Context: an optimization exercise on an open-source flow, tuned for small area. The choices shown serve that exercise and are no tape-out recipe. Only simulation tests tie the RTL to the original design; equivalence was not proved. Power and IR drop assume default switching activity. The clock port is modelled as an ideal driver; clocking choices that lean on that would not hold on a real chip.

==> flow/design.v <==
module dmem_wait_responder #(
    parameter int DEPTH   = 128,
    parameter int LATENCY = 2
) (
    input  logic        clk_i,
    input  logic        rst_i,
    input  logic        req_valid_i,
    output logic        req_ready_o,
    input  logic        req_write_i,
    input  logic [31:0] req_addr_i,
    input  logic [31:0] req_wdata_i,
    output logic        rsp_valid_o,
    output logic [31:0] rsp_rdata_o,
    output logic        rsp_err_o,
    output logic        busy_o
);
    localparam int NG = 32;         
    localparam int GW = 5;
    localparam int NA = 11;         
    logic [1:0]    r_state;
    logic [3:0]    r_need;          
    logic          r_pol;           
    logic          r_clr_done;      
    logic          r_wr, r_rd, r_err;
    logic          r_rhit;          
    logic          r_whit;          
    logic          r_live_ok;       
    logic [GW-1:0] r_grp;
    logic [1:0]    r_lo;
    logic [31:0]   r_data;          
    logic [31:0]   r_ring [NG][4];
    logic          w_idle, w_acc, w_bad, w_clr, w_pol_nxt;
    logic [1:0]    w_need, w_need_nxt, w_lo_nxt;
    logic          w_busy_nxt, w_wr_nxt, w_rd_nxt;
    logic          w_live_hit, w_reg_hit, w_rhit, w_rsel_any, w_whit;
    logic [NG-1:0] w_rsel, w_ins, w_g, w_gn;
    logic [31:0]   w_yraw, w_y, w_b;
    logic          w_ypol, w_opol, w_hold, w_dpol, w_dpol_nxt, w_src_pol;
    logic [31:0]   w_src, w_dnxt;
    always_comb begin
        w_idle     = (r_state == 2'd0);
        w_acc      = w_idle && req_valid_i;
        w_bad      = (|req_addr_i[1:0]) || (|req_addr_i[31:9]);
        w_clr      = !r_clr_done;
        w_need     = {r_need[3] | r_need[2], r_need[3] | r_need[1]};
        w_live_hit = r_live_ok && req_valid_i && !req_write_i;
        w_reg_hit  = r_rhit;
        w_rhit     = w_reg_hit || (w_idle && req_valid_i && !req_write_i);
        w_rsel_any = w_reg_hit || w_live_hit;
        w_whit     = r_whit;
        w_need_nxt = w_need - 2'd1;
        w_busy_nxt = w_acc || (r_state == 2'd1) || (r_state == 2'd2);
        w_wr_nxt   = w_acc ? (req_write_i && !w_bad)  : r_wr;
        w_rd_nxt   = w_acc ? (!req_write_i && !w_bad) : r_rd;
        w_lo_nxt   = w_acc ? req_addr_i[3:2] : r_lo;
        w_pol_nxt  = r_pol ^ r_need[1];
        w_dpol     = !w_pol_nxt;
        w_dpol_nxt = !(w_pol_nxt ^ r_need[2]);
        w_b        = r_data;
        for (int g = 0; g < NG; g++) begin
            w_rsel[g] = (w_live_hit && (req_addr_i[8:4] == GW'(g))) ||
                        (w_reg_hit && (r_grp == GW'(g)));
            w_ins[g]  = w_whit && (r_grp == GW'(g));
            w_g[g]    = w_ins[g] || w_clr;
            w_gn[g]   = !w_ins[g];
        end
        w_hold = !w_rhit;
        w_ypol = w_rhit ? (r_pol && w_rsel_any) : w_dpol;
        w_opol = r_rhit ? r_pol : w_dpol;
        w_y    = w_yraw ^ {32{w_opol}};
        w_src     = (w_acc && req_write_i) ? req_wdata_i : w_yraw;
        w_src_pol = (w_acc && req_write_i) ? 1'b0 : w_ypol;
    end
    for (genvar b = 0; b < 32; b++) begin : g_dnxt
        dmem_xor2 u_xor (.a(w_src[b]), .b(w_src_pol ^ w_dpol_nxt), .y(w_dnxt[b]));
    end
    for (genvar b = 0; b < 32; b++) begin : g_rd
        logic [NA-1:0] w_n;
        for (genvar k = 0; k < NA; k++) begin : g_aoi
            if (3 * k + 2 < NG) begin : g_3
                dmem_aoi222 u_aoi (
                    .a0(r_ring[3*k][0][b]),   .s0(w_rsel[3*k]),
                    .a1(r_ring[3*k+1][0][b]), .s1(w_rsel[3*k+1]),
                    .a2(r_ring[3*k+2][0][b]), .s2(w_rsel[3*k+2]),
                    .y_n(w_n[k])
                );
            end else begin : g_2
                dmem_aoi222 u_aoi (
                    .a0(r_ring[3*k][0][b]),   .s0(w_rsel[3*k]),
                    .a1(r_ring[3*k+1][0][b]), .s1(w_rsel[3*k+1]),
                    .a2(r_data[b]),           .s2(w_hold),
                    .y_n(w_n[k])
                );
            end
        end
        assign w_yraw[b] = ~&w_n;
    end
    always_ff @(posedge clk_i or negedge rst_i) begin
        if (!rst_i) begin
            r_state    <= 2'd0;
            r_need     <= 4'b0010;
            r_pol      <= 1'b1;
            r_clr_done <= 1'b0;
            r_wr       <= 1'b0;
            r_rd       <= 1'b0;
            r_err      <= 1'b0;
            r_rhit     <= 1'b0;
            r_whit     <= 1'b0;
            r_live_ok  <= 1'b0;
        end else begin
            r_rhit     <= w_busy_nxt && w_rd_nxt && (w_lo_nxt == w_need_nxt);
            r_whit     <= w_wr_nxt && (w_lo_nxt == w_need_nxt - 2'd1);
            r_live_ok  <= (r_state == 2'd3) || (w_idle && !req_valid_i);
            r_state    <= (w_idle && !req_valid_i) ? 2'd0 : r_state + 2'd1;
            r_need     <= {r_need[0], r_need[3:1]};
            r_pol      <= r_pol ^ r_need[1];
            r_clr_done <= r_clr_done || r_need[2];
            if (w_acc) begin
                r_wr  <= req_write_i && !w_bad;
                r_rd  <= !req_write_i && !w_bad;
                r_err <= w_bad;
            end
        end
    end
    always_ff @(posedge clk_i) begin
        if (w_acc) begin
            r_grp <= req_addr_i[8:4];
            r_lo  <= req_addr_i[3:2];
        end
        r_data <= w_dnxt;
    end
    for (genvar g = 0; g < NG; g++) begin : g_grp
        logic [31:0] w_s0;
        for (genvar b = 0; b < 32; b++) begin : g_bit
            dmem_oai22 u_oai (
                .a0(r_ring[g][3][b]), .b0(w_g[g]),
                .a1(w_b[b]),          .b1(w_gn[g]),
                .y_n(w_s0[b])
            );
        end
        always_ff @(posedge clk_i) begin
            r_ring[g][0] <= w_s0;
            r_ring[g][1] <= r_ring[g][0];
            r_ring[g][2] <= r_ring[g][1];
            r_ring[g][3] <= r_ring[g][2];
        end
    end
    assign req_ready_o = w_idle;
    assign busy_o      = !w_idle;
    assign rsp_valid_o = (r_state == 2'd3);
    assign rsp_err_o   = (r_state == 2'd3) && r_err;
    assign rsp_rdata_o = (r_state == 2'd3 && r_rd) ? w_y : 32'd0;
endmodule
module dmem_aoi222 (
    input  logic a0, s0, a1, s1, a2, s2,
    output logic y_n
);
    assign y_n = ~((a0 & s0) | (a1 & s1) | (a2 & s2));
endmodule
module dmem_xor2 (
    input  logic a, b,
    output logic y
);
    assign y = a ^ b;
endmodule
module dmem_oai22 (
    input  logic a0, b0, a1, b1,
    output logic y_n
);
    assign y_n = ~((a0 | b0) & (a1 | b1));
endmodule
Settings: LEC_CHECK=0, CAP_MARGIN=10, CELL_PAD_IN_SITES_DETAIL_PLACEMENT=0, CELL_PAD_IN_SITES_GLOBAL_PLACEMENT=1, CORE_MARGIN=2, CORE_UTILIZATION=65, SLEW_MARGIN=10, SYNTH_HIERARCHICAL=1; clock period 7.0 ns.
standard.sh (not shown) runs the stock make flow with config.mk's settings and CLKGATE_MAP_FILE= SYNTH_SCRIPT=/design/flow/synth_recipe.tcl, a recipe that flattens the netlist after the stock synthesis.
==> flow/flow/run.sh <==
#!/bin/bash
# Own flow: the standard layout (standard.sh), with two ORFS arguments changed:
#  - clock tree: larger sink clusters driven by clkbuf_16, no dummy loads;
#  - port buffers: buf_2 instead of the resizer's default choice.
# Every step's full output stays in the ORFS logs under orfs/logs, and make's
# own output in standard.log.
set -euo pipefail
export CTS_ARGS="-sink_clustering_enable -repair_clock_nets -buf_list sky130_fd_sc_hd__clkbuf_16 -sink_clustering_size 30 -sink_clustering_max_diameter 65 -dont_use_dummy_load"
export BUFFER_PORTS_ARGS="-buffer_cell sky130_fd_sc_hd__buf_2"
bash standard.sh > standard.log 2>&1
The first run produced a clean layout.
Next try:
--- a/flow/design.v
+++ b/flow/design.v
@@ -27,53 +27,47 @@
     logic          r_live_ok;       
     logic [GW-1:0] r_grp;
     logic [1:0]    r_lo;
     logic [31:0]   r_data;          
+    logic          r_dpol;          
     logic [31:0]   r_ring [NG][4];
     logic          w_idle, w_acc, w_bad, w_clr, w_pol_nxt;
     logic [1:0]    w_need, w_need_nxt, w_lo_nxt;
     logic          w_busy_nxt, w_wr_nxt, w_rd_nxt;
     logic          w_live_hit, w_reg_hit, w_rhit, w_rsel_any, w_whit;
     logic [NG-1:0] w_rsel, w_ins, w_g, w_gn;
     logic [31:0]   w_yraw, w_y, w_b;
-    logic          w_ypol, w_opol, w_hold, w_dpol, w_dpol_nxt, w_src_pol;
-    logic [31:0]   w_src, w_dnxt;
+    logic          w_ypol, w_opol, w_hold;
     always_comb begin
         w_idle     = (r_state == 2'd0);
         w_acc      = w_idle && req_valid_i;
         w_bad      = (|req_addr_i[1:0]) || (|req_addr_i[31:9]);
         w_clr      = !r_clr_done;
         w_need     = {r_need[3] | r_need[2], r_need[3] | r_need[1]};
-        w_live_hit = r_live_ok && req_valid_i && !req_write_i;
+        w_live_hit = r_live_ok && req_valid_i && !req_write_i && r_need[req_addr_i[3:2]];
         w_reg_hit  = r_rhit;
-        w_rhit     = w_reg_hit || (w_idle && req_valid_i && !req_write_i);
+        w_rhit     = w_reg_hit || (w_idle && req_valid_i && !req_write_i &&
+                                   r_need[req_addr_i[3:2]]);
         w_rsel_any = w_reg_hit || w_live_hit;
         w_whit     = r_whit;
         w_need_nxt = w_need - 2'd1;
         w_busy_nxt = w_acc || (r_state == 2'd1) || (r_state == 2'd2);
         w_wr_nxt   = w_acc ? (req_write_i && !w_bad)  : r_wr;
         w_rd_nxt   = w_acc ? (!req_write_i && !w_bad) : r_rd;
         w_lo_nxt   = w_acc ? req_addr_i[3:2] : r_lo;
         w_pol_nxt  = r_pol ^ r_need[1];
-        w_dpol     = !w_pol_nxt;
-        w_dpol_nxt = !(w_pol_nxt ^ r_need[2]);
-        w_b        = r_data;
+        w_b        = ~(r_data ^ {32{w_pol_nxt ^ r_dpol}});
         for (int g = 0; g < NG; g++) begin
             w_rsel[g] = (w_live_hit && (req_addr_i[8:4] == GW'(g))) ||
                         (w_reg_hit && (r_grp == GW'(g)));
             w_ins[g]  = w_whit && (r_grp == GW'(g));
             w_g[g]    = w_ins[g] || w_clr;
             w_gn[g]   = !w_ins[g];
         end
         w_hold = !w_rhit;
-        w_ypol = w_rhit ? (r_pol && w_rsel_any) : w_dpol;
-        w_opol = r_rhit ? r_pol : w_dpol;
+        w_ypol = w_rhit ? (r_pol && w_rsel_any) : r_dpol;
+        w_opol = r_rhit ? r_pol : r_dpol;
         w_y    = w_yraw ^ {32{w_opol}};
-        w_src     = (w_acc && req_write_i) ? req_wdata_i : w_yraw;
-        w_src_pol = (w_acc && req_write_i) ? 1'b0 : w_ypol;
-    end
-    for (genvar b = 0; b < 32; b++) begin : g_dnxt
-        dmem_xor2 u_xor (.a(w_src[b]), .b(w_src_pol ^ w_dpol_nxt), .y(w_dnxt[b]));
     end
     for (genvar b = 0; b < 32; b++) begin : g_rd
         logic [NA-1:0] w_n;
         for (genvar k = 0; k < NA; k++) begin : g_aoi
@@ -126,9 +120,10 @@
         if (w_acc) begin
             r_grp <= req_addr_i[8:4];
             r_lo  <= req_addr_i[3:2];
         end
-        r_data <= w_dnxt;
+        r_data <= (w_acc && req_write_i) ? req_wdata_i : w_yraw;
+        r_dpol <= (w_acc && req_write_i) ? 1'b0 : w_ypol;
     end
     for (genvar g = 0; g < NG; g++) begin : g_grp
         logic [31:0] w_s0;
         for (genvar b = 0; b < 32; b++) begin : g_bit
@@ -156,14 +151,8 @@
     output logic y_n
 );
     assign y_n = ~((a0 & s0) | (a1 & s1) | (a2 & s2));
 endmodule
-module dmem_xor2 (
-    input  logic a, b,
-    output logic y
-);
-    assign y = a ^ b;
-endmodule
 module dmem_oai22 (
     input  logic a0, b0, a1, b1,
     output logic y_n
 );
Effect:
- The new run completed without violations
- non-clock buffer count goes down by 27
- clock skew decreases by 0.0036 ns
- critical path depth went down by 2
- core utilization increases by 0.35 points
- synthesized area hardly moves
- routed wire length falls by 2.0%
- power decreases by 1.0%
- setup slack got worse by 0.048 ns
- cell count is lower by 0.36%
- design area climbs by 0.49%
- sequential share of layout area decreases by 0.40 points
- sequential power barely changes

==> port drivers added, routing unchanged <==
The flow's constraints put no driver on any port. The routed layouts listed below were extracted and timed again, unchanged, in two steps. Step 1 sets driving cells, clkbuf_16 on the clock port and buf_2 on the other inputs (assumed; they add their load-dependent delay and slew). Step 2 also shifts input and output timing later by t, the mid clock arrival at the registers, as if the neighbouring blocks saw the same clock. Three values: ideal, step 1, step 2; two values: the first two.
run | t, ns | setup WS [ns] | hold WS [ns] | worst slew at a driven data input, ns | cell pins on the clock port's net
the first run | 0.882 | 0.195 / 0.171 / 0.171 | 0.288 / 0.288 / 0.288 | 0.17 | 1
the second run | 0.884 | 0.148 / 0.118 / 0.118 | 0.281 / 0.281 / 0.281 | 0.16 | 1
After both steps every run listed still meets setup and hold. The setup slack of the second run, which loses most, moves by -0.030 ns with the drivers and by -0.030 ns with both steps.
